Source: an optimization exercise on an open RTL-to-GDS flow (aim: small area, a short achievable clock period and few clock cycles per item). Production flows keep margins and buffers that such runs may drop.
Where RTL was checked, it was by simulation tests only, not by an equivalence proof against the original.
No functional check of the RTL was part of runs 1 to 4.
Power is estimated from default activity; no workload was simulated.

==> flow/config.mk <==
export PLATFORM = sky130hd
export DESIGN_NAME = group_reverse_reorder_unit
export DESIGN_NICKNAME = group_reverse_reorder_unit
export VERILOG_FILES = /design/flow/design.v
export SDC_FILE = /design/flow/constraint.sdc
export NUM_CORES = 4
export LEC_CHECK = 0
export CAP_MARGIN = 20
export CORE_MARGIN = 2
export CORE_UTILIZATION = 40
export SETUP_SLACK_MARGIN = 2.3
export SLEW_MARGIN = 20
export TNS_END_PERCENT = 0
==> flow/constraint.sdc <==
create_clock -name core_clock -period 4.5 [get_ports {clk}]
set_input_delay 0.9000 -clock core_clock [delete_from_list [all_inputs] [get_ports {clk}]]
set_output_delay 0.9000 -clock core_clock [all_outputs]
set_load 0.01 [all_outputs]
==> flow/design.v <==
package grr_pkg;
  localparam int CFG_W = 5;
  localparam logic [CFG_W-1:0] GROUP_SIZE_RESET = 5'd2;
  typedef struct packed {
    logic valid;
    logic bank;
  } bank_rel_t;
  function automatic logic [CFG_W-1:0] eff_group(input logic [CFG_W-1:0] gs,
                                                 input int unsigned max_group);
    if (gs == '0) begin
      eff_group = CFG_W'(1);
    end else if (32'(gs) > max_group) begin
      eff_group = CFG_W'(max_group);
    end else begin
      eff_group = gs;
    end
  endfunction
endpackage
module group_reverse_reorder_unit #(
  parameter int MAX_GROUP  = 16,
  parameter int WORD_WIDTH = 32
) (
  input  logic                                     clk,
  input  logic                                     rst,
  input  logic                                     cfg_we,
  input  logic [grr_pkg::CFG_W-1:0]                cfg_data,
  input  logic                                     s_tvalid,
  output logic                                     s_tready,
  input  logic [((WORD_WIDTH + 7) / 8) * 8 - 1:0]  s_tdata,   
  input  logic                                     s_tlast,
  output logic                                     m_tvalid,
  input  logic                                     m_tready,
  output logic [((WORD_WIDTH + 7) / 8) * 8 - 1:0]  m_tdata,   
  output logic                                     m_tlast
);
  localparam int TDATA_W = ((WORD_WIDTH + 7) / 8) * 8;
  localparam int NS      = (MAX_GROUP > 1) ? MAX_GROUP : 2;
  localparam int AW      = $clog2(NS);
  localparam int KW      = ($clog2(MAX_GROUP + 1) > grr_pkg::CFG_W) ?
                           $clog2(MAX_GROUP + 1) : grr_pkg::CFG_W;
  typedef struct packed {
    logic [AW-1:0] start;
    logic          dir;
    logic [AW-1:0] left;
    logic          fin;
  } desc_t;
  logic [grr_pkg::CFG_W-1:0] group_size;
  logic [WORD_WIDTH-1:0] mem [NS];
  logic [NS-1:0]         occ;        
  logic [AW-1:0]         wp;         
  logic                  wd;         
  logic [AW-1:0]         gstart;     
  logic [AW-1:0]         fill;       
  logic                  fz;         
  logic                  wf;         
  logic                  rdy;
  logic                  ract;
  logic [AW-1:0]         rp;
  logic                  rdir;
  logic [AW-1:0]         rleft;      
  logic                  rl;         
  logic                  rfin;
  logic                  pv0;
  logic                  pv1;
  desc_t                 p0;
  desc_t                 p1;
  logic                  ov;
  logic [WORD_WIDTH-1:0] odata;
  logic                  olast;
  logic                  close;
  logic                  accept;
  logic                  oload;
  logic                  rd_fire;
  logic                  take;
  logic                  bypass;
  logic                  turn;
  logic                  newd_v;
  desc_t                 newd;
  desc_t                 nxt;
  logic [AW-1:0]         wp_step;
  logic [AW-1:0]         wp_back;
  logic [AW-1:0]         fill_n;
  logic                  pv0_n;
  logic                  pv1_n;
  logic                  free_n;
  logic                  k1;         
  logic                  wf2;        
  assign k1       = (grr_pkg::eff_group(group_size, MAX_GROUP) == grr_pkg::CFG_W'(1));
  assign wf2      = (KW'(fill) + KW'(2)) >= KW'(grr_pkg::eff_group(group_size, MAX_GROUP));
  assign close    = wf || s_tlast;
  assign accept   = s_tvalid && rdy;
  assign oload    = !ov || m_tready;
  assign rd_fire  = oload && ract;
  assign take     = !ract || (rd_fire && rl);
  assign bypass   = accept && (wf || (s_tlast && fz)) && !ract && oload;
  assign turn     = bypass && wf;
  assign wp_step  = wd ? (wp - AW'(1)) : (wp + AW'(1));
  assign wp_back  = wd ? (wp + AW'(1)) : (wp - AW'(1));
  always_comb begin
    newd_v     = accept && close && !(bypass && fz);
    newd.start = gstart;
    newd.dir   = wd;
    newd.left  = fill;
    newd.fin   = s_tlast;
    if (wf) begin
      newd.dir = !wd;
      if (bypass) begin
        newd.start = wp_back;
        newd.left  = fill - AW'(1);
      end else begin
        newd.start = wp;
      end
    end
  end
  assign nxt = pv0 ? p0 : newd;
  always_comb begin
    pv0_n = pv0;
    pv1_n = pv1;
    if (take) begin
      if (pv0) begin
        pv0_n = pv1 || newd_v;
        pv1_n = pv1 && newd_v;
      end
    end else if (newd_v) begin
      if (pv0) begin
        pv1_n = 1'b1;
      end else begin
        pv0_n = 1'b1;
      end
    end
  end
  always_comb begin
    if (accept && !turn) begin
      free_n = !occ[wp_step] || (rd_fire && rp == wp_step);
    end else if (accept) begin
      free_n = 1'b1;
    end else begin
      free_n = !occ[wp] || (rd_fire && rp == wp);
    end
  end
  always_comb begin
    fill_n = fill;
    if (accept) begin
      fill_n = close ? '0 : (fill + AW'(1));
    end
  end
  always_ff @(posedge clk) begin
    if (rst) begin
      group_size <= grr_pkg::GROUP_SIZE_RESET;
    end else if (cfg_we) begin
      group_size <= cfg_data;
    end
  end
  always_ff @(posedge clk) begin
    if (accept) begin
      mem[wp] <= s_tdata[WORD_WIDTH-1:0];
    end
  end
  always_ff @(posedge clk) begin
    if (rst) begin
      occ    <= '0;
      wp     <= '0;
      wd     <= 1'b0;
      gstart <= '0;
      fill   <= '0;
      fz     <= 1'b1;
      wf     <= 1'b0;
      rdy    <= 1'b1;
      ract   <= 1'b0;
      pv0    <= 1'b0;
      pv1    <= 1'b0;
      ov     <= 1'b0;
    end else begin
      for (int i = 0; i < NS; i++) begin
        if (rd_fire && rp == AW'(i)) begin
          occ[i] <= 1'b0;
        end
        if (accept && !bypass && wp == AW'(i)) begin
          occ[i] <= 1'b1;
        end
      end
      if (accept && !turn) begin
        wp <= wp_step;
      end
      if (turn) begin
        wd <= !wd;
      end
      if (accept && close) begin
        gstart <= turn ? wp : wp_step;
      end
      fill <= fill_n;
      fz   <= (fill_n == '0);
      if (cfg_we) begin
        wf <= (KW'(fill) + KW'(1)) >= KW'(grr_pkg::eff_group(cfg_data, MAX_GROUP));
      end else if (accept) begin
        wf <= close ? k1 : wf2;
      end
      rdy  <= free_n && !pv1_n;
      pv0  <= pv0_n;
      pv1  <= pv1_n;
      if (take) begin
        ract <= pv0 || newd_v;
      end
      if (oload) begin
        ov <= ract || bypass;
      end
    end
  end
  always_ff @(posedge clk) begin
    if (take) begin
      rp    <= nxt.start;
      rdir  <= nxt.dir;
      rleft <= nxt.left;
      rl    <= (nxt.left == '0);
      rfin  <= nxt.fin;
    end else if (rd_fire) begin
      rp    <= rdir ? (rp - AW'(1)) : (rp + AW'(1));
      rleft <= rleft - AW'(1);
      rl    <= (rleft == AW'(1));
    end
    if (take ? pv0 : (newd_v && !pv0)) begin
      p0 <= (take && pv1) ? p1 : newd;
    end
    if (newd_v) begin
      p1 <= newd;
    end
    if (rd_fire) begin
      odata <= mem[rp];
      olast <= rfin && rl;
    end else if (bypass) begin
      odata <= s_tdata[WORD_WIDTH-1:0];
      olast <= s_tlast && fz;
    end
  end
  assign s_tready = rdy;
  assign m_tvalid = ov;
  assign m_tdata  = TDATA_W'(odata);
  assign m_tlast  = olast;
endmodule
==> flow/run.sh <==
#!/bin/bash
# synth_recipe.tcl (not shown) runs the flow's synth.tcl, then flattens the netlist and writes it again
# the make line also repeats each setting of config.mk as NAME=value (left out here)
make -C /OpenROAD-flow-scripts/flow DESIGN_CONFIG=/design/flow/config.mk WORK_HOME=/design/flow/orfs CLKGATE_MAP_FILE= SYNTH_SCRIPT=/design/flow/synth_recipe.tcl finish
==> impl_metrics.csv, run 1 <==
group,metric,value,unit
synthesis,yosysMostFrequentCell,"edfxtp_1",
clock_network,cts.hold.buffers_added,0,
placement,dp_hpwl,31.4,mm
final_layout,fillers,5121,
critical_path,worstSetupStartpointType,"flip-flop",
synthesis,synth_top_family_by_area,"multiplexers",
placement,port_buffers,77,
placement,routabilityCongestion,0.802,
detailed_routing,vias_per_cell,5.40,
synthesis,synth_edf_count,576,
synthesis,yosys.area.top_type,"edfxtp_1",
global_route,antenna_found_initial,3,
sta,worst_slack,2.04,ns
synthesis,synth_compound_gate_area_share,1.93,%
sta,finalCriticalPeriod,2.46,ns
floorplan,rows,91,
final_layout,final_nets,1517,
critical_path,end_kind,"flip-flop",
synthesis,synth-xor-area-share,1.01,%
floorplan,die_h,254,µm
sta,slew-limit-headroom,24.1,%
final_layout,syn2layout_area_growth,17.9,%
detailed_routing,remaining_drc_errors,0,
critical_path,path_class,"flip-flop to flip-flop",
critical_path,worst_ep_arrival_time,2.93,ns
detailed_routing,antenna_left,0,
sta,clock_skew,0.0196,ns
synthesis,synth_fa_ha_area_share,1.30,%
placement,placed_area,0.0270,mm²
status,status,"finished clean",
synthesis,yosysUniqueCellTypes,54,
synthesis,ys_seq_area_share,72.7,%
placement,dp_slack,0.955,ns
clock_network,cts_sinks,621,
final_layout,final_util,47.7,%
sta,rsz0062_at_grt,"yes",
synthesis,synthTopCellsByCount,"576 x edfxtp_1, 168 x mux4_2, 130 x nand2_1, 64 x nor2_1, 45 x dfxtp_1",
min_path,hold_path.class,"flip-flop to flip-flop",
synthesis,synthSimpleGateAreaFrac,5.06,%
clock_network,cts-root-buf,"clkbuf_16",
final_layout,fin_area,0.0295,mm²
final_layout,n_antenna_cell,0,
detailed_routing,drt_iter0_markers,955,
sta,min_period_over_period,54.7,%
sta,setup_viol,0,
global_route,overflow,0,
detailed_routing,detail_route.wl_per_cell,23.3,µm
synthesis,synth-seq-cells,621,
sta,worst_pin_slew,1.14,ns
critical_path,cp_max_fo,13,
detailed_routing,vias,12600,
global_route,grt_pass1_vias,13000,
final_layout,final_layout_size_suffix_gt1_share,25.4,%
floorplan,fp.dieW,254,µm
floorplan,pin_count,78,
synthesis,synth-main-ff-cell,"edfxtp_1",
critical_path,required,4.97,ns
global_route,grt_max_degree,65,
floorplan,core_region_area,0.0618,mm²
floorplan,start_util,40.5,%
sta,finalSetupTns,0,ns
sta,timing.fmax,406,MHz
synthesis,synth_fp_nets,1387,
placement,place_inst,2191,
clock_network,htreeDepth,3,
synthesis,synth_top_area_share,69.1,%
synthesis,async_flop_share,0,%
synthesis,ys_top_cells_by_area,"edfxtp_1 69%, mux4_2 15%, dfxtp_1 3.6%",
synthesis,postSynthAreaPerCell,19.0,µm²
synthesis,syn_inst,1318,
clock_network,path_clk_slew,0.06,ns
synthesis,syn_area,0.0250,mm²
detailed_routing,dr.pass1.iters,5,
clock_network,cts_buffers,67,
synthesis,ys.warnings.count,1,
clock_network,clkLatencyLatePin,0.60,ns
global_route,grt_pass1_wl,82.3,mm
global_route,grt.total_usage,17.3,%
power,power_leakage,9.50,nW
synthesis,synth_mux_area_share,16.6,%
run,cap_violations,0,
detailed_routing,finalWirelength,54.5,mm
clock_network,cts.path.max_buffers,3,
floorplan,dieArea,0.0646,mm²
sta,hold_viol,0,
clock_network,cts_tree,"built",
power,p_per_area,492,mW/mm²
final_layout,final_cells,2339,
sta,drv_slew,0,
power,vdd_drop_max,0.232,mV
==> critical path, stage by stage, from the launching register on <==
cell and delay, ns:
dfxtp_1 0.32, buf_12 0.14, buf_4 0.16, or4_4 0.52, a2111oi_4 0.37, xor2_1 0.11
mux2i_1 0.23, o21a_1 0.16, a21oi_2 0.04, mux2_1 0.29
==> layer usage <==
layer / up-vias / wire length (µm) / global-route usage (%) / part of all wire (%)
li1: 5558 / - / - / -
met1: 6707 / 23900 / 24.1 / 44
met2: 288 / 26800 / 27.9 / 49
met3: 79 / 2650 / 2.91 / 4.9
met4: 6 / 1060 / 5.45 / 1.9
met5: - / 43 / 0 / 0.079
==> cell usage in the layout (no fill, tap or decap), types with 14 or more instances in the layout <==
master	instances
mux2i_1	15
xnor2_1	16
clkbuf_16	69
buf_12	14
ha_1	24
buf_4	37
nor2_1	62
mux2_2	16
mux4_2	168
nand2_1	127
dfxtp_1	38
clkinv_1	20
a21oi_1	30
nand3_1	19
edfxtp_1	576
clkdlybuf4s50_1	75
==> state kept, by name, indices dropped and copies added (netlist names), 4 cells and up, named ones only <==
name,flops
group_size,5
p1,10
rleft,4
occ,16
p0,10
mem,512
gstart,4
rp,4
fill,4
odata,32
wp,4
==> metrics by stage <==
step / power [mW] / hold slack [ns]
2_1_floorplan: 8.44 / 0.432
3_3_place_gp: 9.21 / 0.452
3_5_place_dp: 9.24 / 0.453
4_1_cts: 14.6 / 0.459
5_1_grt: 15.0 / 0.512
6_report: 14.5 / 0.460
==> final cells by class <==
class                           instances  area [µm²]  share of cell area [%]
Inverter                               14        56.3                   0.191
Tap cell                              837        1050                    3.55
Timing Repair Buffer                  132        1400                    4.73
Clock buffer                           83        1790                    6.07
Sequential cell                       621       18200                    61.7
Clock inverter                         40         324                    1.10
Multi-Input combinational cell        612        6680                    22.6
==> power breakdown <==
part,internal (mW),switching (mW),leakage [nW]
clock,3.07,2.21,1.04
sequential,6.60,0.242,5.62
combinational,1.24,1.13,2.85
total,10.9,3.59,9.50
==> final timing paths <==
| path | start | endpoint | slack, ns | cells after the start |
|---|---|---|---|---|
| min reg2reg | gstart[0]$_SDFFE_PP0P_ | gstart[0]$_SDFFE_PP0P_ | 0.46 | 2 |
| max | wp[0]$_SDFFE_PP0P_ | flip-flop | 2.04 | 9 |
| min | gstart[0]$_SDFFE_PP0P_ | gstart[0]$_SDFFE_PP0P_ | 0.46 | 2 |
| max reg2reg | wp[0]$_SDFFE_PP0P_ | flip-flop | 2.04 | 9 |
==> cell families (layout without fill, tap and decap cells) <==
logic type,after synthesis,after routing
buf+inv,85,269
xor+xnor,28,28
fa+ha+maj,26,26
simple gates,283,283
flops,621,621
mux,201,201
compound gates,74,74
==> timing repair <==
action / CTS / global route
gates resized for setup: 17 / 26
endpoints found under the hold margin: 0 / 0
endpoints found under the setup margin: 657 / 583
setup buffers: 6 / 19
pin swaps: 1 / 3
==> run 2, diff against run 1 <==
--- a/flow/design.v
+++ b/flow/design.v
@@ -56,5 +56,5 @@
   logic                  rdy;
   logic                  ract;
-  logic [AW-1:0]         rp;
+  logic [NS-1:0]         rsel;       
   logic                  rdir;
   logic [AW-1:0]         rleft;      
@@ -84,4 +84,6 @@
   logic                  pv1_n;
   logic                  free_n;
+  logic [NS-1:0]         rsel_n;
+  logic [WORD_WIDTH-1:0] rd_word;
   logic                  k1;         
   logic                  wf2;        
@@ -132,9 +134,9 @@
   always_comb begin
     if (accept && !turn) begin
-      free_n = !occ[wp_step] || (rd_fire && rp == wp_step);
+      free_n = !occ[wp_step] || (rd_fire && rsel[wp_step]);
     end else if (accept) begin
       free_n = 1'b1;
     end else begin
-      free_n = !occ[wp] || (rd_fire && rp == wp);
+      free_n = !occ[wp] || (rd_fire && rsel[wp]);
     end
   end
@@ -143,4 +145,21 @@
     if (accept) begin
       fill_n = close ? '0 : (fill + AW'(1));
+    end
+  end
+  always_comb begin
+    rsel_n = rsel;
+    if (take) begin
+      rsel_n = '0;
+      if (pv0 || newd_v) begin
+        rsel_n[nxt.start] = 1'b1;
+      end
+    end else if (rd_fire) begin
+      rsel_n = rdir ? {rsel[0], rsel[NS-1:1]} : {rsel[NS-2:0], rsel[NS-1]};
+    end
+  end
+  always_comb begin
+    rd_word = ract ? '0 : s_tdata[WORD_WIDTH-1:0];
+    for (int i = 0; i < NS; i++) begin
+      rd_word = rd_word | ({WORD_WIDTH{rsel[i]}} & mem[i]);
     end
   end
@@ -168,4 +187,5 @@
       rdy    <= 1'b1;
       ract   <= 1'b0;
+      rsel   <= '0;
       pv0    <= 1'b0;
       pv1    <= 1'b0;
@@ -173,5 +193,5 @@
     end else begin
       for (int i = 0; i < NS; i++) begin
-        if (rd_fire && rp == AW'(i)) begin
+        if (rd_fire && rsel[i]) begin
           occ[i] <= 1'b0;
         end
@@ -202,4 +222,5 @@
         ract <= pv0 || newd_v;
       end
+      rsel <= rsel_n;
       if (oload) begin
         ov <= ract || bypass;
@@ -209,5 +230,4 @@
   always_ff @(posedge clk) begin
     if (take) begin
-      rp    <= nxt.start;
       rdir  <= nxt.dir;
       rleft <= nxt.left;
@@ -215,5 +235,4 @@
       rfin  <= nxt.fin;
     end else if (rd_fire) begin
-      rp    <= rdir ? (rp - AW'(1)) : (rp + AW'(1));
       rleft <= rleft - AW'(1);
       rl    <= (rleft == AW'(1));
@@ -225,10 +244,7 @@
       p1 <= newd;
     end
-    if (rd_fire) begin
-      odata <= mem[rp];
-      olast <= rfin && rl;
-    end else if (bypass) begin
-      odata <= s_tdata[WORD_WIDTH-1:0];
-      olast <= s_tlast && fz;
+    if (oload && (ract || bypass)) begin
+      odata <= rd_word;
+      olast <= ract ? (rfin && rl) : (s_tlast && fz);
     end
   end
--- a/flow/config.mk
+++ b/flow/config.mk
@@ -9,5 +9,5 @@
 export CORE_MARGIN = 2
 export CORE_UTILIZATION = 40
-export SETUP_SLACK_MARGIN = 2.3
+export SETUP_SLACK_MARGIN = 2.5
 export SLEW_MARGIN = 20
-export TNS_END_PERCENT = 0
+export TNS_END_PERCENT = 10
==> run 2 against run 1 <==
  * Largest power group unchanged
  * Sequential share of layout area grew 0.31 points
  * Synthesized area shrank 0.94%
  * Clock power shrank 0.8%
  * Largest cell class unchanged
  * Synthesized cell count grew 21%
  * Non-clock buffer count grew 60
  * Via count grew 23%
  * Maximum frequency shrank 3.6%
  * Combinational power shrank 44%
  * Count of clock-buffer cells in the layout grew 1
==> impl_metrics.csv, run 2 <==
group,metric,value,unit
synthesis,synthTopCellsByCount,"572 x edfxtp_1, 161 x a22oi_1, 100 x nand2_1, 90 x nor2_1, 74 x clkbuf_1",
global_route,grt.total_usage,21.3,%
min_path,hp-start,"gstart[1]$_SDFFE_PP0P_",
floorplan,pin_count,78,
synthesis,synth_top_family_by_area,"compound AO/OA/AOI/OAI gates",
critical_path,cp_max_fo,4,
min_path,min_to,"gstart[1]$_SDFFE_PP0P_",
floorplan,die_h,253,µm
synthesis,synth_compound_gate_area_share,11.8,%
placement,placed_area,0.0266,mm²
synthesis,synth-main-ff-cell,"edfxtp_1",
global_route,grt_max_degree,52,
power,p_per_area,450,mW/mm²
status,status,"finished clean",
final_layout,syn2layout_area_growth,19.5,%
critical_path,r2r-end,"rsel[4]$_SDFFE_PP0P_",
synthesis,synth_mux_area_share,3.42,%
critical_path,path_class,"flip-flop to flip-flop",
final_layout,final_nets,1809,
detailed_routing,detail_route.wl_per_cell,26.7,µm
clock_network,cts_sinks,629,
global_route,overflow,0,
synthesis,ys_top_cells_by_area,"edfxtp_1 69%, a22oi_1 4.9%, dfxtp_1 4.6%",
min_path,hold_path.class,"flip-flop to flip-flop",
synthesis,yosysUniqueCellTypes,70,
final_layout,multiInputGateArea,0.00633,mm²
sta,min_period_over_period,56.7,%
floorplan,start_util,40.3,%
detailed_routing,dr.pass1.iters,6,
placement,routabilityCongestion,0.843,
detailed_routing,antenna_left,0,
sta,slew-limit-headroom,28.0,%
clock_network,cts-root-buf,"clkbuf_16",
synthesis,synth_top_area_share,69.3,%
synthesis,synthSimpleGateAreaFrac,6.66,%
synthesis,async_flop_share,0,%
clock_network,cts_tree,"built",
detailed_routing,drt_iter0_markers,1771,
placement,dp_hpwl,36.0,mm
synthesis,ys_seq_area_share,73.9,%
synthesis,syn_inst,1591,
critical_path,crit_path_top_delay_cell,"dfxtp_4",
synthesis,synth_fp_nets,1656,
critical_path,r2r-start,"wp[0]$_SDFFE_PP0P_",
final_layout,final_layout_size_suffix_gt1_share,19.8,%
critical_path,worst-path-buf-inv,3,
sta,drv_slew,0,
placement,dp_slack,0.761,ns
global_route,antenna_found_initial,1,
clock_network,cts.path.max_buffers,3,
final_layout,fin_area,0.0296,mm²
placement,port_buffers,77,
critical_path,r2r_slack,1.95,ns
global_route,grt_pass1_vias,15200,
critical_path,crit_chain,"clkinvlp_4 -> ha_4 -> xnor2_4 -> a41oi_2 -> a21oi_2 -> inv_2 -> ha_4 -> nor2_4 -> o211ai_1 -> nor4_2 -> buf_4 -> nand2_1 -> a31oi_1",
critical_path,worstRegToRegCells,13,
synthesis,synth-xor-area-share,0.848,%
sta,clock_skew,0.0221,ns
critical_path,cpPeakStageDelay,0.38,ns
power,power_leakage,9.66,nW
clock_network,htreeDepth,3,
synthesis,synth_edf_count,572,
final_layout,largest-register,"mem",
detailed_routing,vias_per_cell,6.01,
global_route,grt_pass1_wl,99.9,mm
sta,worst_pin_slew,1.08,ns
floorplan,dieArea,0.0640,mm²
synthesis,syn_area,0.0248,mm²
sta,finalSetupTns,0,ns
min_path,whs_path_depth,2,
final_layout,largest_reg_flops,512,
synthesis,synth-seq-cells,629,
detailed_routing,remaining_drc_errors,0,
final_layout,seqCellArea,0.0184,mm²
critical_path,required,5.01,ns
final_layout,final_util,48.2,%
sta,worst_slack,1.95,ns
critical_path,worstSetupStartpointType,"flip-flop",
final_layout,final_common_cell,"edfxtp_1",
floorplan,fp.dieW,253,µm
clock_network,cts_buffers,69,
synthesis,postSynthAreaPerCell,15.6,µm²
detailed_routing,vias,15500,
sta,timing.fmax,392,MHz
critical_path,worst_ep_arrival_time,3.07,ns
clock_network,cts.hold.buffers_added,0,
clock_network,clkLatencyLatePin,0.61,ns
power,vdd_drop_max,0.379,mV
synthesis,synth_fa_ha_area_share,1.11,%
sta,setup_viol,0,
final_layout,fillers,5239,
sta,hold_viol,0,
critical_path,end_kind,"flip-flop",
synthesis,yosysMostFrequentCell,"edfxtp_1",
synthesis,ys.warnings.count,1,
detailed_routing,finalWirelength,69.1,mm
run,cap_violations,0,
sta,finalCriticalPeriod,2.55,ns
sta,rsz0062_at_grt,"yes",
clock_network,path_clk_slew,0.06,ns
critical_path,cp_common_cell,"ha_4",
critical_path,path_delay_family,"compound AO/OA/AOI/OAI gates",
power,power,13.3,mW
synthesis,yosys.area.top_type,"edfxtp_1",
final_layout,mostFrequentLayoutCells,"572 x edfxtp_1, 160 x a22oi_1, 101 x buf_4, 98 x nand2_1, 81 x nor2_1",
floorplan,core_region_area,0.0615,mm²
final_layout,reg.largest.list,"mem (512), odata (32)",
floorplan,rows,91,
-- run 2: cell count changes after synthesis, sizes merged, moves of 16 or more --
cell and delta:
clkbuf +34, o21ai +22, a22oi +159, and4 +16, mux2i +22, a222oi +32, mux4 -154, and3 +16
a22o +17, nor2 +26, nand3 +22, nand2 -30, a221oi +49
-- run 2: stage by stage --
stage,hold WS (ns),instances
3_5_place_dp,0.484,2396
2_1_floorplan,0.456,1591
5_1_grt,0.514,2585
4_1_cts,0.495,2556
3_3_place_gp,0.479,2396
6_report,0.494,2586
-- run 2: power breakdown --
| group | switching (mW) | leakage [nW] | internal (mW) | total [mW] |
|---|---|---|---|---|
| clock | 2.29 | 1.02 | 2.96 | 5.25 |
| combinational | 0.772 | 2.96 | 0.554 | 1.33 |
| sequential | 0.118 | 5.68 | 6.63 | 6.75 |
-- run 2: metal layers --
| layer | GRT usage (%) | vias to the layer above | wire (µm) |
|---|---|---|---|
| met5 | 0 | - | 13 |
| met3 | 4.44 | 117 | 6290 |
| met4 | 5.88 | 2 | 1740 |
| li1 | - | 6712 | - |
| met1 | 29.3 | 8007 | 28400 |
| met2 | 34.4 | 700 | 32600 |
-- run 2: logic make-up (layout without fill, tap and decap cells) --
logic type	Yosys count	in the layout
buf+inv	129	331
other cells	0	1
fa+ha+maj	22	22
mux	64	64
compound gates	383	383
simple gates	343	345
flops	629	629
xor+xnor	21	21
-- run 2: layout make-up --
type | count | area share (%)
antenna | 1 | 0.00845
clock buffer | 84 | 6.02
clock inverter | 38 | 1.04
inverter | 17 | 0.258
multi-input combinational | 835 | 21.4
sequential | 629 | 62.0
tap | 790 | 3.34
timing repair buffer | 192 | 5.90
-- run 2: repair_timing --
item / in CTS / in global routing
endpoints found under the setup margin: 642 / 559
pin swaps: 26 / 25
cloned: 1 / 1
buffers inserted: 37 / 28
resized for setup: 59 / 56
-- run 2: worst reg2reg max path, stage by stage (launching register included) --
cell and delay [ns]:
dfxtp_4 0.38, clkinvlp_4 0.12, ha_4 0.27, xnor2_4 0.16, a41oi_2 0.16, a21oi_2 0.22
inv_2 0.08, ha_4 0.23, nor2_4 0.08, o211ai_1 0.13, nor4_2 0.29, buf_4 0.18
nand2_1 0.04, a31oi_1 0.14
-- run 2: how the worst max path moves through the flow --
stage / start / endpoint / slack, ns / cells after the start
after floorplan: m_tready / rsel[12]$_SDFFE_PP0P_ / 1.69 / 11
final: wp[0]$_SDFFE_PP0P_ / rsel[4]$_SDFFE_PP0P_ / 1.95 / 13
after global routing: wp[0]$_SDFFE_PP0P_ / rsel[4]$_SDFFE_PP0P_ / 1.83 / 13
after global placement: m_tready / rsel[12]$_SDFFE_PP0P_ / 0.85 / 11
after detailed placement: m_tready / p0[5]$_DFFE_PP_ / 0.76 / 7
after CTS: wp[0]$_SDFFE_PP0P_ / rsel[4]$_SDFFE_PP0P_ / 2.00 / 13
==> run 3, diff against run 2 <==
--- a/flow/design.v
+++ b/flow/design.v
@@ -147,11 +147,21 @@
     end
   end
-  always_comb begin
+  logic [NS-1:0] dec_wp;
+  logic [NS-1:0] dec_back;
+  logic [NS-1:0] dec_gs;
+  logic [NS-1:0] dec_p0;
+  logic [NS-1:0] dec_new;
+  always_comb begin
+    dec_wp = '0;
+    dec_wp[wp] = 1'b1;
+    dec_gs = '0;
+    dec_gs[gstart] = 1'b1;
+    dec_p0 = '0;
+    dec_p0[p0.start] = 1'b1;
+    dec_back = wd ? {dec_wp[NS-2:0], dec_wp[NS-1]} : {dec_wp[0], dec_wp[NS-1:1]};
+    dec_new = !wf ? dec_gs : (bypass ? dec_back : dec_wp);
     rsel_n = rsel;
     if (take) begin
-      rsel_n = '0;
-      if (pv0 || newd_v) begin
-        rsel_n[nxt.start] = 1'b1;
-      end
+      rsel_n = pv0 ? dec_p0 : (newd_v ? dec_new : '0);
     end else if (rd_fire) begin
       rsel_n = rdir ? {rsel[0], rsel[NS-1:1]} : {rsel[NS-2:0], rsel[NS-1]};
==> run 3 against run 2 <==
  * Synthesized area increased by 2.7%
  * Highest routed layer unchanged
  * Via count grew 8.0%
  * Register-to-register slack better by 0.24 ns
  * Largest cell class unchanged
  * Clock skew up 0.0052 ns
  * Flip-flop and latch count unchanged
  * Die area up 2.7%
  * Hold slack improved by 0.025 ns
  * Setup slack improved by 0.24 ns
  * Clock power increased by 13%
  * First-iteration DRC count grew 24%
==> impl_metrics.csv, run 3 <==
group,metric,value,unit
min_path,whs_path_depth,2,
critical_path,crit_path_top_delay_cell,"or3_4",
sta,worst_pin_slew,0.939,ns
floorplan,pin_count,78,
synthesis,ys_seq_area_share,71.9,%
final_layout,largest-register,"mem",
placement,routabilityCongestion,0.915,
placement,dp_slack,1.06,ns
sta,finalSetupTns,0,ns
critical_path,worst_ep_arrival_time,2.85,ns
synthesis,yosysMostFrequentCell,"edfxtp_1",
global_route,overflow,0,
sta,clock_skew,0.0273,ns
placement,placed_area,0.0275,mm²
clock_network,htreeDepth,3,
synthesis,syn_inst,1699,
sta,timing.fmax,432,MHz
sta,drv_slew,0,
synthesis,async_flop_share,0,%
clock_network,cts_tree,"built",
floorplan,die_h,256,µm
global_route,grt_max_degree,38,
synthesis,syn_area,0.0255,mm²
synthesis,synthTopCellsByCount,"572 x edfxtp_1, 160 x a22oi_1, 107 x nand2_1, 92 x nor2_1, 87 x clkbuf_1",
critical_path,cp_common_cell,"a41oi_2",
synthesis,postSynthAreaPerCell,15.0,µm²
final_layout,syn2layout_area_growth,22.5,%
clock_network,cts.hold.buffers_added,0,
clock_network,cts.path.max_buffers,3,
synthesis,yosys.area.top_type,"edfxtp_1",
synthesis,synth-seq-cells,629,
critical_path,cp_num_cells,9,
power,combPwrFrac,13.5,%
detailed_routing,finalWirelength,76.0,mm
critical_path,worst-path-buf-inv,2,
detailed_routing,vias,16800,
global_route,antenna_found_initial,5,
critical_path,crit_chain,"buf_6 -> or3_4 -> mux2i_4 -> xor2_4 -> buf_12 -> mux4_2 -> nor3_4 -> a41oi_2 -> a41oi_2",
power,internal_power,11.0,mW
critical_path,cp_max_fo,8,
floorplan,dieArea,0.0657,mm²
clock_network,cts_buffers,69,
detailed_routing,dr.pass1.iters,7,
detailed_routing,antenna_left,0,
sta,min_period_over_period,51.4,%
detailed_routing,drt_iter0_markers,2189,
critical_path,required,5.03,ns
synthesis,yosysUniqueCellTypes,64,
global_route,grt_pass1_vias,16400,
final_layout,final_nets,1919,
final_layout,fin_area,0.0312,mm²
floorplan,fp.dieW,256,µm
synthesis,synth_fp_nets,1773,
clock_network,cts_sinks,629,
floorplan,rows,92,
clock_network,clkLatencyLatePin,0.62,ns
synthesis,ys_top_cells_by_area,"edfxtp_1 67%, a22oi_1 4.7%, dfxtp_1 4.5%",
power,clockPowerShare,40.0,%
power,power.switching,3.78,mW
critical_path,path_delay_family,"multiplexers",
placement,dp_hpwl,39.5,mm
placement,port_buffers,77,
detailed_routing,detail_route.wl_per_cell,27.7,µm
final_layout,mostFrequentLayoutCells,"572 x edfxtp_1, 160 x a22oi_1, 98 x nand2_1, 79 x buf_4, 70 x clkbuf_16",
power,p_per_area,474,mW/mm²
power,power,14.8,mW
global_route,grt_pass1_wl,111,mm
sta,worst_slack,2.19,ns
sta,hold_viol,0,
power,power_leakage,10.1,nW
critical_path,worstSetupStartpointType,"flip-flop",
floorplan,start_util,40.4,%
sta,slew-limit-headroom,37.4,%
final_layout,final_common_cell,"edfxtp_1",
final_layout,reg.largest.list,"mem (512), odata (32)",
run,cap_violations,0,
synthesis,ys.warnings.count,1,
clock_network,cts-root-buf,"clkbuf_16",
status,status,"finished clean",
power,seqPwrFrac,46.5,%
detailed_routing,remaining_drc_errors,0,
final_layout,n_antenna_cell,0,
final_layout,largest_reg_flops,512,
global_route,grt.total_usage,22.7,%
final_layout,final_util,49.5,%
synthesis,synth-main-ff-cell,"edfxtp_1",
power,vdd_drop_max,0.355,mV
final_layout,final_layout_size_suffix_gt1_share,21.0,%
floorplan,core_region_area,0.0630,mm²
min_path,hold_path.class,"flip-flop to flip-flop",
sta,setup_viol,0,
synthesis,synth_top_area_share,67.5,%
detailed_routing,vias_per_cell,6.11,
power,swShare,25.6,%
sta,finalCriticalPeriod,2.31,ns
critical_path,end_kind,"flip-flop",
critical_path,worstRegToRegCells,9,
critical_path,path_class,"flip-flop to flip-flop",
sta,rsz0062_at_grt,"yes",
critical_path,cpPeakStageDelay,0.38,ns
synthesis,synth_edf_count,572,
clock_network,path_clk_slew,0.06,ns
==> run 3: logic make-up after synthesis <==
family,after synthesis,synth area share [%]
buffers and inverters,138,2.14
xor gates and xnor gates,30,1.11
DFF,629,71.9
and+or+nand+nor,367,6.87
adders and majority gates,31,1.52
muxes,62,3.44
AOI/OAI and AO/OA,442,13.0
==> run 3: layer usage <==
metal  vias up  GRT usage [%]  wire, µm
met4        10           7.28      2290
met2       911           36.0     35700
li1       7162              -         -
met3       170           4.54      7250
met5         -              0        58
met1      8532           31.6     30700
==> run 3: metrics by stage <==
stage	instances	hold slack, ns
global route	2748	0.533
floorplan	1699	0.461
CTS	2732	0.527
finish	2748	0.519
detailed placement	2555	0.506
global placement	2555	0.496
==> run 3: power groups by stage <==
stage                     logic [mW]  registers (mW)  clock network (mW)
after CTS                       1.86            6.87                5.99
after floorplan                 1.04            6.90                   0
after global routing            2.11            6.88                6.22
after detailed placement        1.58            6.99                   0
final                           1.99            6.87                5.91
after global placement          1.57            6.99                   0
==> run 3: final timing paths <==
| path | start | to | slack (ns) |
|---|---|---|---|
| worst min register to register | group_size[0]$_SDFFE_PP0P_ | group_size[0]$_SDFFE_PP0P_ | 0.52 |
| worst max-delay path | wp[0]$_SDFFE_PP0P_ | rdy$_SDFF_PP1_ | 2.19 |
| worst max register to register | wp[0]$_SDFFE_PP0P_ | rdy$_SDFF_PP1_ | 2.19 |
| worst min-delay path | group_size[0]$_SDFFE_PP0P_ | group_size[0]$_SDFFE_PP0P_ | 0.52 |
==> run 3: area by class of cell <==
type / instances / area (µm²)
Clock buffer: 86 / 1810
Sequential cell: 629 / 18400
Tap cell: 846 / 1060
Inverter: 20 / 93.8
Timing Repair Buffer: 192 / 1920
Multi-Input combinational cell: 933 / 7330
Clock inverter: 42 / 597
Fill cell: 5272 / 31800
==> run 3: tightest hold or removal path: cells and delay by family (launching register included) <==
| kind | cells | cell delay [ns] |
|---|---|---|
| and+or+nand+nor | 1 | 0.08 |
| DFF | 1 | 0.33 |
| muxes | 1 | 0.07 |
==> run 3: what timing repair did <==
item / 4_1_cts / 5_1_grt
gates cloned: 4 / 0
resized for setup: 159 / 59
setup buffers: 45 / 16
endpoints found under the setup margin: 684 / 499
pin swaps: 27 / 11
==> run 4, diff against run 3 <==
--- a/flow/config.mk
+++ b/flow/config.mk
@@ -8,5 +8,8 @@
 export CAP_MARGIN = 20
 export CORE_MARGIN = 2
-export CORE_UTILIZATION = 40
+export CORE_UTILIZATION = 60
+export CTS_CLUSTER_DIAMETER = 60
+export CTS_CLUSTER_SIZE = 30
+export PLACE_DENSITY = 0.72
 export SETUP_SLACK_MARGIN = 2.5
 export SLEW_MARGIN = 20
==> run 4 against run 3 <==
  * Flip-flop and latch count stayed put
  * Critical endpoint unchanged
  * Die area is 33% lower
  * Power is 12% lower
  * Largest cell class unchanged
  * Sequential share of layout area is 2.1 points higher
==> impl_metrics.csv, run 4 <==
group,metric,value,unit
global_route,antenna_found_initial,1,
sta,min_period_over_period,51.4,%
floorplan,rows,75,
critical_path,path_delay_family,"multiplexers",
synthesis,synth_top_area_share,67.5,%
critical_path,worstSetupStartpointType,"flip-flop",
global_route,grt_max_degree,38,
critical_path,end_kind,"flip-flop",
synthesis,ys_top_cells_by_area,"edfxtp_1 67%, a22oi_1 4.7%, dfxtp_1 4.5%",
synthesis,synth_edf_count,572,
detailed_routing,finalWirelength,72.5,mm
clock_network,cts_tree,"built",
sta,hold_viol,0,
detailed_routing,vias_per_cell,7.08,
synthesis,ys.warnings.count,1,
clock_network,cts-root-buf,"clkbuf_16",
power,power_leakage,9.77,nW
critical_path,cp_max_fo,4,
synthesis,syn_inst,1699,
synthesis,synth-seq-cells,629,
clock_network,cts_sinks,629,
final_layout,final_layout_size_suffix_gt1_share,23.0,%
synthesis,synthTopCellsByCount,"572 x edfxtp_1, 160 x a22oi_1, 107 x nand2_1, 92 x nor2_1, 87 x clkbuf_1",
final_layout,final_cells,2402,
detailed_routing,remaining_drc_errors,0,
critical_path,crit_chain,"buf_12 -> or3_4 -> mux2i_4 -> xor2_4 -> buf_6 -> mux4_2 -> a211oi_2 -> a41oi_2",
detailed_routing,vias,17000,
synthesis,synth-main-ff-cell,"edfxtp_1",
synthesis,async_flop_share,0,%
clock_network,cts.hold.buffers_added,0,
global_route,overflow,0,
critical_path,r2r-start,"wp[2]$_SDFFE_PP0P_",
final_layout,reg.largest.list,"mem (512), odata (32)",
floorplan,pin_count,78,
detailed_routing,antenna_left,0,
placement,place_inst,2245,
critical_path,worst_ep_arrival_time,2.76,ns
sta,timing.fmax,432,MHz
clock_network,cts_buffers,39,
synthesis,postSynthAreaPerCell,15.0,µm²
floorplan,fp.dieW,210,µm
clock_network,path_clk_slew,0.09,ns
final_layout,final_nets,1908,
clock_network,htreeDepth,2,
final_layout,syn2layout_area_growth,18.4,%
detailed_routing,detail_route.wl_per_cell,30.2,µm
sta,drv_slew,0,
critical_path,cpPeakStageDelay,0.39,ns
status,status,"finished clean",
synthesis,ys_seq_area_share,71.9,%
floorplan,dieArea,0.0441,mm²
detailed_routing,drt_iter0_markers,2294,
critical_path,path_class,"flip-flop to flip-flop",
run,cap_violations,0,
detailed_routing,dr.pass1.iters,6,
global_route,grt_pass1_vias,16300,
placement,dp_hpwl,38.1,mm
critical_path,crit_path_top_delay_cell,"or3_4",
critical_path,required,4.94,ns
global_route,grt.total_usage,32.8,%
synthesis,yosysUniqueCellTypes,64,
critical_path,worst-path-buf-inv,2,
final_layout,final_common_cell,"edfxtp_1",
floorplan,start_util,60.7,%
clock_network,cts.path.max_buffers,3,
placement,routabilityCongestion,1.04,
sta,finalCriticalPeriod,2.31,ns
synthesis,yosys.area.top_type,"edfxtp_1",
synthesis,syn_area,0.0255,mm²
min_path,hp-start,"group_size[0]$_SDFFE_PP0P_",
power,vdd_drop_max,0.454,mV
placement,port_buffers,77,
synthesis,synth_fp_nets,1773,
final_layout,largest_reg_flops,512,
power,p_per_area,432,mW/mm²
sta,slew-limit-headroom,36.0,%
final_layout,mostFrequentLayoutCells,"572 x edfxtp_1, 160 x a22oi_1, 93 x nand2_1, 88 x buf_4, 66 x nor2_1",
sta,worst_pin_slew,0.960,ns
clock_network,clkLatencyLatePin,0.62,ns
global_route,grt_pass1_wl,105,mm
final_layout,fillers,2644,
sta,rsz0062_at_grt,"yes",
floorplan,core_region_area,0.0419,mm²
min_path,hold_path.class,"flip-flop to flip-flop",
synthesis,yosysMostFrequentCell,"edfxtp_1",
floorplan,die_h,210,µm
final_layout,largest-register,"mem",
critical_path,startpoint,"wp[2]$_SDFFE_PP0P_",
sta,finalSetupTns,0,ns
sta,clock_skew,0.0537,ns
sta,setup_viol,0,
## run 4: timing repair
| item | CTS | global route |
|---|---|---|
| endpoints found under the hold margin | 0 | 0 |
| endpoints found under the setup margin | 670 | 526 |
| cloned | 5 | 0 |
| pin swaps | 15 | 45 |
| resized for setup | 140 | 194 |
| buffers inserted | 48 | 34 |
## run 4: stage by stage
step,area (µm²),hold slack [ns],total power [mW],setup WS [ns],utilization [%]
2_1_floorplan,25800,0.461,7.94,2.15,-
3_3_place_gp,27100,0.496,8.53,1.11,64.6
3_5_place_dp,27100,0.502,8.56,1.06,64.6
4_1_cts,29300,0.519,12.7,2.19,69.9
5_1_grt,30100,0.546,13.4,2.16,71.9
6_report,30200,0.511,13.0,2.19,71.9
## run 4: path summary, 6_finish.rpt
kind	endpoint	slack, ns	cells after the start
worst min-delay path	group_size[0]$_SDFFE_PP0P_	0.51	2
worst max-delay path	rdy$_SDFF_PP1_	2.19	8
worst max register to register	rdy$_SDFF_PP1_	2.19	8
worst min register to register	group_size[0]$_SDFFE_PP0P_	0.51	2
## run 4: worst register-to-register path, stage by stage, from the launching register on
cell and delay, ns:
dfxtp_4 0.36, buf_12 0.13, or3_4 0.39, mux2i_4 0.23, xor2_4 0.25, buf_6 0.15
mux4_2 0.31, a211oi_2 0.22, a41oi_2 0.14
## run 4: area by class of cell
| class | count | area, µm² | area share (%) |
|---|---|---|---|
| multi-input cells | 934 | 7580 | 25.1 |
| inverters | 20 | 87.6 | 0.290 |
| clock buffers | 39 | 976 | 3.24 |
| flip-flops and latches | 629 | 18400 | 61.0 |
| well taps | 539 | 674 | 2.24 |
| repair inverters | 1 | 7.51 | 0.0249 |
| diodes | 1 | 2.50 | 0.00830 |
| clock inverters | 30 | 418 | 1.39 |
| repair buffers | 209 | 2010 | 6.68 |
## run 4: logic make-up (layout without fill, tap and decap cells)
logic type / after synthesis / after routing / synth area share (%)
flip-flops: 629 / 629 / 71.9
AO/OA/AOI/OAI: 442 / 442 / 13.0
AND/OR/NAND/NOR: 367 / 369 / 6.87
buffers and inverters: 138 / 299 / 2.14
multiplexers: 62 / 62 / 3.44
adder cells (fa/ha/maj): 31 / 31 / 1.52
XOR/XNOR: 30 / 30 / 1.11
other: 0 / 1 / 0
## run 4: metal layers
metal | track usage (%) | wire length, µm
met4 | 14.4 | 2940
met2 | 51.3 | 34000
met3 | 6.42 | 8300
met5 | 0 | 13
met1 | 45.6 | 27200
## run 4: power breakdown
| group | switching, mW | leakage [nW] | internal, mW |
|---|---|---|---|
| Sequential | 0.186 | 5.68 | 6.67 |
| Clock | 2.17 | 0.678 | 1.82 |
| Combinational | 1.27 | 3.42 | 0.885 |
| Total | 3.63 | 9.77 | 9.38 |
==> run 5, diff against run 4 <==
--- a/flow/design.v
+++ b/flow/design.v
@@ -49,4 +49,5 @@
   logic [NS-1:0]         occ;        
   logic [AW-1:0]         wp;         
+  logic [AW-1:0]         wp_step;    
   logic                  wd;         
   logic [AW-1:0]         gstart;     
@@ -78,5 +79,4 @@
   desc_t                 newd;
   desc_t                 nxt;
-  logic [AW-1:0]         wp_step;
   logic [AW-1:0]         wp_back;
   logic [AW-1:0]         fill_n;
@@ -97,5 +97,4 @@
   assign bypass   = accept && (wf || (s_tlast && fz)) && !ract && oload;
   assign turn     = bypass && wf;
-  assign wp_step  = wd ? (wp - AW'(1)) : (wp + AW'(1));
   assign wp_back  = wd ? (wp + AW'(1)) : (wp - AW'(1));
   always_comb begin
@@ -190,4 +189,5 @@
       occ    <= '0;
       wp     <= '0;
+      wp_step <= AW'(1);
       wd     <= 1'b0;
       gstart <= '0;
@@ -211,8 +211,10 @@
       end
       if (accept && !turn) begin
-        wp <= wp_step;
+        wp      <= wp_step;
+        wp_step <= wd ? (wp_step - AW'(1)) : (wp_step + AW'(1));
       end
       if (turn) begin
-        wd <= !wd;
+        wd      <= !wd;
+        wp_step <= wp_back;
       end
       if (accept && close) begin
--- a/flow/config.mk
+++ b/flow/config.mk
@@ -6,4 +6,5 @@
 export NUM_CORES = 4
 export LEC_CHECK = 0
+export ABC_AREA = 1
 export CAP_MARGIN = 20
 export CORE_MARGIN = 2
==> run 5 against run 4 <==
  * Still clean on timing, DRC and antenna
  * Core utilization down 1.2 points
  * Count of clock-buffer cells in the layout increased by 2
  * Critical path depth fell by 3
  * Synthesized cell count rose by 34%
  * Clock skew decreased by 0.023 ns
  * Cell area rose by 1.7%
  * Register-to-register slack improved by 0.14 ns
  * Flip-flop and latch count grew 4
  * Largest power group unchanged
  * Highest routed layer unchanged
==> impl_metrics.csv, run 5 <==
group,metric,value,unit
critical_path,worstSetupStartpointType,"input port",
placement,dp_hpwl,40.5,mm
global_route,grt.total_usage,32.6,%
detailed_routing,detail_route.wl_per_cell,26.1,µm
floorplan,pin_count,78,
sta,drv_slew,0,
floorplan,fp.dieW,214,µm
synthesis,ys_seq_area_share,69.5,%
synthesis,async_flop_share,0,%
sta,slew-limit-headroom,18.6,%
clock_network,htreeDepth,2,
global_route,grt_pass1_wl,111,mm
clock_network,cts.path.max_buffers,3,
power,seqPwrFrac,52.3,%
clock_network,cts_buffers,41,
critical_path,r2r-start,"rsel[15]$_SDFFE_PP0P_",
critical_path,cp_max_fo,17,
critical_path,r2r-end,"rdy$_SDFF_PP1_",
power,combPwrFrac,15.4,%
synthesis,synth_fp_nets,2346,
floorplan,rows,76,
placement,port_buffers,77,
detailed_routing,dr.pass1.iters,6,
global_route,antenna_found_initial,1,
run,cap_violations,0,
clock_network,cts-root-buf,"clkbuf_16",
final_layout,syn2layout_area_growth,15.8,%
floorplan,start_util,61.1,%
synthesis,yosys.area.top_type,"edfxtp_1",
min_path,hp-start,"occ[15]$_SDFFE_PP0P_",
sta,finalSetupTns,0,ns
sta,rsz0062_at_grt,"yes",
sta,worst_pin_slew,1.22,ns
synthesis,yosysMostFrequentCell,"nand2_1",
sta,min_period_over_period,48.8,%
power,swShare,29.2,%
detailed_routing,vias,19000,
final_layout,largest_reg_flops,512,
power,power.switching,3.89,mW
sta,setup_viol,0,
final_layout,final_layout_size_suffix_gt1_share,13.4,%
power,clockPowerShare,32.3,%
synthesis,synth_edf_count,572,
global_route,overflow,0,
sta,finalCriticalPeriod,2.20,ns
final_layout,mostFrequentLayoutCells,"631 x nand2_1, 572 x edfxtp_1, 157 x nand3_1, 100 x a21oi_1, 90 x inv_1",
floorplan,die_h,214,µm
min_path,hold_path.class,"flip-flop to flip-flop",
final_layout,multiInputGateArea,0.00758,mm²
critical_path,required,4.81,ns
final_layout,final_common_cell,"nand2_1",
synthesis,ys_top_cells_by_area,"edfxtp_1 65%, nand2_1 9.0%, dfxtp_1 4.6%",
synthesis,syn_inst,2269,
sta,hold_viol,0,
status,status,"finished clean",
global_route,grt_pass1_vias,17900,
detailed_routing,drt_iter0_markers,2639,
synthesis,yosysUniqueCellTypes,54,
critical_path,r2r_slack,2.33,ns
critical_path,end_kind,"flip-flop",
clock_network,clkLatencyLatePin,0.61,ns
power,internal_power,9.43,mW
global_route,grt_max_degree,39,
detailed_routing,vias_per_cell,6.34,
detailed_routing,finalWirelength,78.1,mm
final_layout,final_nets,2453,
synthesis,synth-main-ff-cell,"edfxtp_1",
sta,fin_hold_ws,0.484,ns
final_layout,reg.largest.list,"mem (512), odata (32)",
sta,timing.fmax,455,MHz
synthesis,synthTopCellsByCount,"638 x nand2_1, 572 x edfxtp_1, 157 x nand3_1, 103 x a21oi_1, 100 x inv_1",
clock_network,cts.hold.buffers_added,0,
placement,routabilityCongestion,0.971,
detailed_routing,antenna_left,0,
synthesis,postSynthAreaPerCell,11.7,µm²
floorplan,core_region_area,0.0434,mm²
critical_path,worst_ep_arrival_time,2.51,ns
clock_network,cts_tree,"built",
synthesis,syn_area,0.0265,mm²
final_layout,largest-register,"mem",
clock_network,path_clk_slew,0.10,ns
final_layout,seqCellArea,0.0185,mm²
detailed_routing,remaining_drc_errors,0,
floorplan,dieArea,0.0458,mm²
synthesis,synth_top_area_share,64.8,%
critical_path,path_class,"input port to flip-flop",
power,power_leakage,10.6,nW
min_path,min_to,"occ[15]$_SDFFE_PP0P_",
synthesis,ys.warnings.count,1,
power,p_per_area,434,mW/mm²
clock_network,cts_sinks,633,
critical_path,worstRegToRegCells,9,
sta,clock_skew,0.0305,ns
min_path,whs_path_depth,2,
power,vdd_drop_max,0.437,mV
final_layout,n_antenna_cell,0,
final_layout,fillers,3024,
synthesis,synth-seq-cells,633,
## run 5: worst max path at each step
stage	startpoint	end	slack, ns	cells past startpoint
final	s_tdata[21]	odata[21]$_DFFE_PP_	2.30	5
after detailed placement	s_tvalid	p0[1]$_DFFE_PP_	1.03	8
after floorplan	s_tvalid	mem[15][0]$_DFFE_PP_	1.99	4
after CTS	wp[2]$_SDFFE_PP0P_	mem[6][7]$_DFFE_PP_	2.29	5
after global routing	wd$_SDFFE_PP0P_	wp_step[3]$_SDFFE_PP0P_	2.24	9
after global placement	s_tvalid	p0[1]$_DFFE_PP_	1.07	8
## run 5: cell families after synthesis
| family | Yosys count | synth area share, % |
|---|---|---|
| AND/OR/NAND/NOR | 1030 | 16.8 |
| XOR/XNOR | 12 | 0.425 |
| flip-flops | 633 | 69.5 |
| buffers and inverters | 230 | 3.60 |
| AO/OA/AOI/OAI | 330 | 8.06 |
| adder cells (fa/ha/maj) | 34 | 1.63 |
## run 5: cell type report
class                   instances  share of cell area (%)
clock inverters                34                    1.60
clock buffers                  41                    3.35
flip-flops and latches        633                    60.2
multi-input cells            1408                    24.7
well taps                     585                    2.39
repair buffers                177                    6.18
repair inverters                3                  0.0775
inverters                     112                    1.52
## run 5: critical path, cell delays in order
cell             delay [ns]
clkdlybuf4s50_1        0.67
nand2_1                0.18
nand4_1                0.09
a2111oi_0              0.47
nand4_1                0.20
## run 5: power groups by stage
stage               Clock (mW)  Sequential [mW]  Combinational (mW)
floorplan                    0             6.97                1.17
global placement             0             7.08                1.78
detailed placement           0             7.10                1.80
CTS                       4.32             6.97                1.82
global route              4.51             6.98                2.19
finish                    4.30             6.96                2.05
## run 5: routing by layer
layer | track usage [%] | up-vias | wire (µm)
li1 | - | 8327 | -
met1 | 44.9 | 9268 | 30300
met2 | 52.2 | 1155 | 36800
met3 | 4.87 | 235 | 7580
met4 | 14.2 | 2 | 3280
met5 | 0 | - | 16
## run 5: repair_timing
action / in CTS / in global routing
pin swaps: 9 / 15
setup buffers: 7 / 43
gates resized for setup: 124 / 78
endpoints found under the setup margin: 694 / 688
endpoints found under the hold margin: 0 / 0
gates cloned: 3 / 9
## run 5: through the flow
stage / util [%] / instance area, µm² / instances / total power [mW] / setup WS, ns
3_3_place_gp: 64.7 / 28000 / 2856 / 8.86 / 1.07
4_1_cts: 68.9 / 29900 / 2941 / 13.1 / 2.29
3_5_place_dp: 64.7 / 28000 / 2856 / 8.89 / 1.03
6_report: 70.7 / 30700 / 2993 / 13.3 / 2.30
2_1_floorplan: - / 26700 / 2269 / 8.13 / 1.99
5_1_grt: 70.7 / 30700 / 2993 / 13.7 / 2.24
Testbench counts of run 5, summed over its fixed seeds: cycles 12,252, items 11,992.
==> run 6, diff against run 5 <==
--- a/flow/config.mk
+++ b/flow/config.mk
@@ -6,5 +6,4 @@
 export NUM_CORES = 4
 export LEC_CHECK = 0
-export ABC_AREA = 1
 export CAP_MARGIN = 20
 export CORE_MARGIN = 2
@@ -13,5 +12,5 @@
 export CTS_CLUSTER_SIZE = 30
 export PLACE_DENSITY = 0.72
-export SETUP_SLACK_MARGIN = 2.5
+export SETUP_SLACK_MARGIN = 2.2
 export SLEW_MARGIN = 20
 export TNS_END_PERCENT = 10
==> run 6 against run 5 <==
  * Critical path type is now flip-flop to output pin
  * Clock skew rose by 0.0081 ns
  * Via count fell by 12%
  * Combinational power fell by 29%
  * Critical endpoint is now m_tdata[8]
  * Flip-flop and latch count did not move
  * Final cell count fell by 21%
  * First-iteration DRC count fell by 10%
  * Maximum frequency fell by 8.3%
  * Die area fell by 3.2%
==> impl_metrics.csv, run 6 <==
group,metric,value,unit
sta,drv_slew,0,
global_route,grt_pass1_vias,16100,
floorplan,rows,75,
synthesis,postSynthAreaPerCell,15.0,µm²
final_layout,final_layout_size_suffix_gt1_share,16.8,%
floorplan,start_util,60.9,%
synthesis,synth-seq-cells,633,
sta,worst_pin_slew,1.23,ns
floorplan,core_region_area,0.0420,mm²
detailed_routing,finalWirelength,69.9,mm
synthesis,ys_top_cells_by_area,"edfxtp_1 67%, dfxtp_1 4.8%, a22oi_1 4.7%",
synthesis,synth-main-ff-cell,"edfxtp_1",
power,power.switching,3.22,mW
critical_path,cp_max_fo,1,
final_layout,largest_reg_flops,512,
power,internal_power,8.95,mW
power,combPwrFrac,12.0,%
clock_network,clkLatencyLatePin,0.60,ns
clock_network,path_clk_slew,0.10,ns
sta,min_period_over_period,53.2,%
global_route,antenna_found_initial,1,
sta,slew-limit-headroom,17.8,%
critical_path,path_delay_family,"buffers and inverters",
synthesis,syn_area,0.0256,mm²
run,cap_violations,0,
floorplan,dieArea,0.0444,mm²
critical_path,cpPeakStageDelay,0.55,ns
global_route,grt.total_usage,31.8,%
power,vdd_drop_max,0.281,mV
synthesis,synth_top_area_share,67.0,%
floorplan,die_h,211,µm
final_layout,syn2layout_area_growth,14.9,%
clock_network,cts_tree,"built",
critical_path,worst-path-buf-inv,1,
detailed_routing,drt_iter0_markers,2365,
global_route,grt_max_degree,55,
global_route,overflow,0,
final_layout,largest-register,"mem",
placement,port_buffers,77,
critical_path,r2r-start,"rsel[7]$_SDFFE_PP0P_",
synthesis,synthTopCellsByCount,"572 x edfxtp_1, 162 x a22oi_1, 99 x nand2_1, 90 x nor2_1, 82 x clkbuf_1",
detailed_routing,antenna_left,0,
final_layout,final_common_cell,"edfxtp_1",
detailed_routing,vias_per_cell,7.00,
final_layout,final_cells,2375,
min_path,hold_path.class,"flip-flop to flip-flop",
min_path,hp-start,"group_size[0]$_SDFFE_PP0P_",
synthesis,ys_seq_area_share,71.8,%
global_route,grt_pass1_wl,103,mm
sta,hold_viol,0,
synthesis,synth_fp_nets,1783,
critical_path,crit_chain,"clkdlybuf4s50_1",
power,seqPwrFrac,56.1,%
synthesis,yosysUniqueCellTypes,72,
critical_path,startpoint,"odata[8]$_DFFE_PP_",
sta,setup_viol,0,
critical_path,worstSetupStartpointType,"flip-flop",
sta,rsz0062_at_grt,"yes",
power,power_leakage,9.64,nW
synthesis,async_flop_share,0,%
detailed_routing,remaining_drc_errors,0,
final_layout,mostFrequentLayoutCells,"572 x edfxtp_1, 162 x a22oi_1, 88 x nand2_1, 84 x buf_4, 69 x nor2_1",
clock_network,cts-root-buf,"clkbuf_16",
detailed_routing,vias,16600,
clock_network,cts_buffers,38,
placement,place_inst,2248,
placement,placed_area,0.0272,mm²
power,clockPowerShare,31.9,%
placement,routabilityCongestion,0.924,
floorplan,fp.dieW,211,µm
sta,finalSetupTns,0,ns
clock_network,cts.path.max_buffers,3,
final_layout,reg.largest.list,"mem (512), odata (32)",
synthesis,yosys.area.top_type,"edfxtp_1",
detailed_routing,detail_route.wl_per_cell,29.4,µm
critical_path,worst_ep_arrival_time,1.50,ns
critical_path,crit_path_top_delay_cell,"clkdlybuf4s50_1",
synthesis,syn_inst,1706,
final_layout,final_util,70.0,%
floorplan,pin_count,78,
detailed_routing,dr.pass1.iters,9,
final_layout,fin_area,0.0294,mm²
synthesis,yosysMostFrequentCell,"edfxtp_1",
clock_network,cts.hold.buffers_added,0,
final_layout,fillers,2788,
placement,dp_hpwl,38.2,mm
critical_path,end_kind,"output pin",
critical_path,path_class,"flip-flop to output pin",
clock_network,htreeDepth,2,
sta,timing.fmax,417,MHz
power,p_per_area,413,mW/mm²
synthesis,ys.warnings.count,1,
power,swShare,26.4,%
clock_network,cts_sinks,633,
status,status,"finished clean",
critical_path,required,3.60,ns
sta,finalCriticalPeriod,2.40,ns
synthesis,synth_edf_count,572,
sta,clock_skew,0.0386,ns
final_layout,final_nets,1883,
[run 6: cell types whose count changed in the layout (fill, tap and decap cells not counted), sizes merged, moves of 34 or more]
cell / before / now
nand4: 68 / 1
nand2: 651 / 99
nand3: 158 / 54
o21ai: 89 / 36
a22oi: 7 / 162
mux2i: 0 / 34
inv: 126 / 36
a21oi: 112 / 49
[run 6: cell type report]
class | instances | area, µm² | area share, %
Multi-Input combinational cell | 927 | 7140 | 24.2
Inverter | 25 | 109 | 0.370
Timing Repair Buffer | 181 | 1740 | 5.92
Tap cell | 539 | 674 | 2.29
Clock inverter | 29 | 365 | 1.24
Sequential cell | 633 | 18400 | 62.7
Clock buffer | 40 | 968 | 3.29
Antenna cell | 1 | 2.50 | 0.00850
[run 6: layer usage]
layer	up-vias	part of all wire, %	track usage [%]
met3	162	10	4.59
met2	986	47	50.0
li1	7103	-	-
met5	-	0	0
met4	0	3.2	10.3
met1	8378	40	46.5
[run 6: timing repair]
item                                    4_1_cts  5_1_grt
resized for setup                            66       39
pin swaps                                    21        3
buffers inserted                             43       13
endpoints found under the setup margin      603      178
gates cloned                                  1        0
[run 6: logic make-up after synthesis]
group / synth area share, %
simple gates: 6.76
xor+xnor: 0.615
fa+ha+maj: 1.69
flops: 71.8
compound gates: 13.7
buf+inv: 2.24
mux: 3.22
[run 6: worst paths after layout]
kind | endpoint | slack, ns | depth (start not counted)
worst min register to register | group_size[0]$_SDFFE_PP0P_ | 0.50 | 2
worst min-delay path | group_size[0]$_SDFFE_PP0P_ | 0.50 | 2
worst max register to register | rdy$_SDFF_PP1_ | 2.12 | 5
worst max-delay path | m_tdata[8] | 2.10 | 1
[run 6: power by group through the flow]
stage	combinational, mW	clock (mW)	sequential (mW)
2_1_floorplan	0.812	0	6.84
3_5_place_dp	1.28	0	6.96
6_report	1.46	3.88	6.83
5_1_grt	1.56	4.11	6.84
3_3_place_gp	1.26	0	6.96
4_1_cts	1.40	3.92	6.82
[run 6: stage by stage]
stage               hold slack, ns  total power [mW]  worst slack (ns)
detailed placement           0.491              8.24             0.981
CTS                          0.509              12.1              2.00
global route                 0.542              12.5              2.07
global placement             0.479              8.22              1.01
finish                       0.501              12.2              2.10
floorplan                    0.461              7.65              2.08
==> run 7, diff against run 6 <==
--- a/flow/config.mk
+++ b/flow/config.mk
@@ -12,5 +12,5 @@
 export CTS_CLUSTER_SIZE = 30
 export PLACE_DENSITY = 0.72
-export SETUP_SLACK_MARGIN = 2.2
+export SETUP_SLACK_MARGIN = 2.5
 export SLEW_MARGIN = 20
 export TNS_END_PERCENT = 10
==> run 7 against run 6 <==
  * Setup slack improved by 0.16 ns
  * Synthesized cell count unchanged
  * First-iteration DRC count increased by 16%
  * Cell area increased by 3.8%
  * Largest cell class unchanged
  * Largest power group unchanged
==> impl_metrics.csv, run 7 <==
group,metric,value,unit
synthesis,synth_compound_gate_area_share,13.7,%
sta,timing.fmax,448,MHz
synthesis,synth_fp_nets,1783,
power,power_leakage,10.1,nW
detailed_routing,dr.pass1.iters,9,
synthesis,postSynthAreaPerCell,15.0,µm²
sta,worst_pin_slew,1.02,ns
synthesis,synth-seq-cells,633,
final_layout,syn2layout_area_growth,19.3,%
critical_path,worst_ep_arrival_time,2.73,ns
final_layout,mostFrequentLayoutCells,"572 x edfxtp_1, 160 x a22oi_1, 130 x buf_4, 85 x nand2_1, 65 x nor2_1",
sta,rsz0062_at_grt,"yes",
sta,drv_slew,0,
global_route,grt_pass1_vias,16600,
global_route,overflow,0,
power,power.switching,3.28,mW
floorplan,start_util,60.9,%
sta,hold_viol,0,
synthesis,ys_seq_area_share,71.8,%
placement,dp_slack,1.06,ns
final_layout,largest_reg_flops,512,
min_path,hold_path.class,"flip-flop to flip-flop",
critical_path,crit_path_top_delay_cell,"dfxtp_4",
synthesis,synth_fa_ha_area_share,1.69,%
sta,worst_slack,2.27,ns
final_layout,largest-register,"mem",
synthesis,syn_area,0.0256,mm²
synthesis,synth_top_area_share,67.0,%
sta,slew-limit-headroom,31.8,%
sta,clock_skew,0.0470,ns
clock_network,path_clk_slew,0.08,ns
critical_path,end_kind,"flip-flop",
run,cap_violations,0,
synthesis,syn_inst,1706,
clock_network,cts_tree,"built",
synthesis,yosysMostFrequentCell,"edfxtp_1",
critical_path,crit_chain,"or3_4 -> and2_4 -> buf_6 -> o22ai_4 -> buf_6 -> a31oi_4 -> o41ai_2 -> o2111a_1",
synthesis,yosys.area.top_type,"edfxtp_1",
clock_network,cts.hold.buffers_added,0,
sta,finalCriticalPeriod,2.23,ns
floorplan,dieArea,0.0444,mm²
detailed_routing,remaining_drc_errors,0,
critical_path,path_class,"flip-flop to flip-flop",
floorplan,die_h,211,µm
power,clockPowerShare,32.5,%
detailed_routing,finalWirelength,74.2,mm
clock_network,htreeDepth,2,
synthesis,synth_edf_count,572,
global_route,grt_max_degree,54,
critical_path,cp_max_fo,7,
global_route,grt_pass1_wl,107,mm
global_route,grt.total_usage,32.9,%
critical_path,required,5.00,ns
placement,placed_area,0.0272,mm²
critical_path,worstSetupStartpointType,"flip-flop",
synthesis,synth_mux_area_share,3.22,%
final_layout,final_common_cell,"edfxtp_1",
final_layout,reg.largest.list,"mem (512), odata (32)",
power,power,12.6,mW
detailed_routing,vias,17400,
placement,place_inst,2252,
floorplan,rows,75,
floorplan,pin_count,78,
detailed_routing,detail_route.wl_per_cell,30.3,µm
final_layout,final_nets,1959,
detailed_routing,vias_per_cell,7.09,
critical_path,cp_common_cell,"buf_6",
clock_network,cts-root-buf,"clkbuf_16",
power,p_per_area,412,mW/mm²
clock_network,cts_sinks,633,
clock_network,clkLatencyLatePin,0.60,ns
sta,min_period_over_period,49.6,%
power,vdd_drop_max,0.461,mV
critical_path,cpPeakStageDelay,0.40,ns
placement,port_buffers,77,
synthesis,synth_top_family_by_area,"compound AO/OA/AOI/OAI gates",
final_layout,fillers,2674,
clock_network,cts.path.max_buffers,3,
sta,finalSetupTns,0,ns
synthesis,synthSimpleGateAreaFrac,6.76,%
sta,fin_hold_ws,0.516,ns
synthesis,yosysUniqueCellTypes,72,
sta,setup_viol,0,
placement,routabilityCongestion,0.929,
synthesis,ys.warnings.count,1,
status,status,"finished clean",
power,internal_power,9.30,mW
synthesis,synth-main-ff-cell,"edfxtp_1",
synthesis,synth-xor-area-share,0.615,%
power,seqPwrFrac,53.9,%
final_layout,final_cells,2450,
final_layout,fin_area,0.0306,mm²
synthesis,synthTopCellsByCount,"572 x edfxtp_1, 162 x a22oi_1, 99 x nand2_1, 90 x nor2_1, 82 x clkbuf_1",
power,combPwrFrac,13.5,%
detailed_routing,drt_iter0_markers,2753,
placement,dp_hpwl,38.4,mm
power,swShare,26.1,%
clock_network,cts_buffers,39,
floorplan,core_region_area,0.0420,mm²
final_layout,final_util,72.7,%
floorplan,fp.dieW,211,µm
synthesis,async_flop_share,0,%
final_layout,final_layout_size_suffix_gt1_share,24.1,%
detailed_routing,antenna_left,0,
synthesis,ys_top_cells_by_area,"edfxtp_1 67%, dfxtp_1 4.8%, a22oi_1 4.7%",
global_route,antenna_found_initial,3,
==> run 7: cell counts after synthesis <==
No cell type changed its count.
==> run 7: cell families (layout without fill, tap and decap cells) <==
logic type	Yosys count	in the layout
XOR/XNOR	18	18
adder cells (fa/ha/maj)	34	34
buffers and inverters	147	349
flip-flops	633	633
AND/OR/NAND/NOR	354	355
other	0	1
AO/OA/AOI/OAI	458	459
multiplexers	62	62
==> run 7: routing by layer <==
layer	global-route usage [%]	vias to the layer above	part of all wire, %
met5	0	-	0.034
met4	14.0	4	4.7
met3	6.33	235	11
met2	52.6	1130	47
met1	44.8	8750	37
li1	-	7263	-
==> run 7: worst paths after layout <==
kind | startpoint | end | slack (ns) | cells past startpoint
setup / recovery | wp[0]$_SDFFE_PP0P_ | rsel[15]$_SDFFE_PP0P_ | 2.27 | 8
hold / removal | occ[11]$_SDFFE_PP0P_ | occ[11]$_SDFFE_PP0P_ | 0.52 | 2
setup reg to reg | wp[0]$_SDFFE_PP0P_ | rsel[15]$_SDFFE_PP0P_ | 2.27 | 8
hold reg to reg | occ[11]$_SDFFE_PP0P_ | occ[11]$_SDFFE_PP0P_ | 0.52 | 2
==> run 7: cell type report <==
class | instances | area (µm²) | area share, %
antenna | 1 | 2.50 | 0.00819
inverter | 25 | 113 | 0.369
tap | 539 | 674 | 2.21
clock buffer | 43 | 1030 | 3.38
multi-input combinational | 928 | 7560 | 24.8
clock inverter | 26 | 375 | 1.23
timing repair buffer | 255 | 2330 | 7.63
sequential | 633 | 18500 | 60.4
==> run 7: power by group through the flow <==
stage               clock network, mW  registers, mW  logic, mW
floorplan                           0           6.84      0.824
global placement                    0           6.93       1.29
detailed placement                  0           6.93       1.30
CTS                              4.12           6.78       1.47
global route                     4.32           6.80       1.79
finish                           4.09           6.78       1.70
==> run 7: worst max-delay path, delay by kind of cell (launching register included) <==
kind,cells,cell delay [ns]
compound gates,4,0.87
simple gates,2,0.58
flops,1,0.40
buf+inv,2,0.28
==> run 7: what timing repair did <==
item,4_1_cts,5_1_grt
gates cloned,2,2
setup buffers,71,53
pin swaps,41,67
gates resized for setup,143,154
endpoints found under the setup margin,683,424

static timing again, ports no longer ideal:
In the flow no input, the clock included, has a driving cell. The finished layouts below were timed again as built, in two steps.
Step 1: set_driving_cell puts a clkbuf_16 on clk and a buf_2 on each other input, an assumption about the parent block.
Step 2 times the ports against the registers' clock, not the clock port: input delays grow and output delays shrink by t, the midpoint of the rising clock arrivals with the driver on.
Three values: ideal ports, drivers, drivers and shift; two values: the first two.
| run | t (ns) | setup slack, ns |
|---|---|---|
| run 1 | 0.650 | 2.038 / 1.985 / 1.427 |
| run 2 | 0.663 | 1.947 / 1.947 / 1.348 |
| run 3 | 0.676 | 2.185 / 2.185 / 1.629 |
| run 4 | 0.649 | 2.186 / 2.186 / 1.694 |
| run 5 | 0.649 | 2.302 / 2.256 / 1.671 |
| run 6 | 0.640 | 2.104 / 2.046 / 1.545 |
| run 7 | 0.641 | 2.268 / 2.236 / 1.731 |
After both steps every run listed still meets setup and hold.
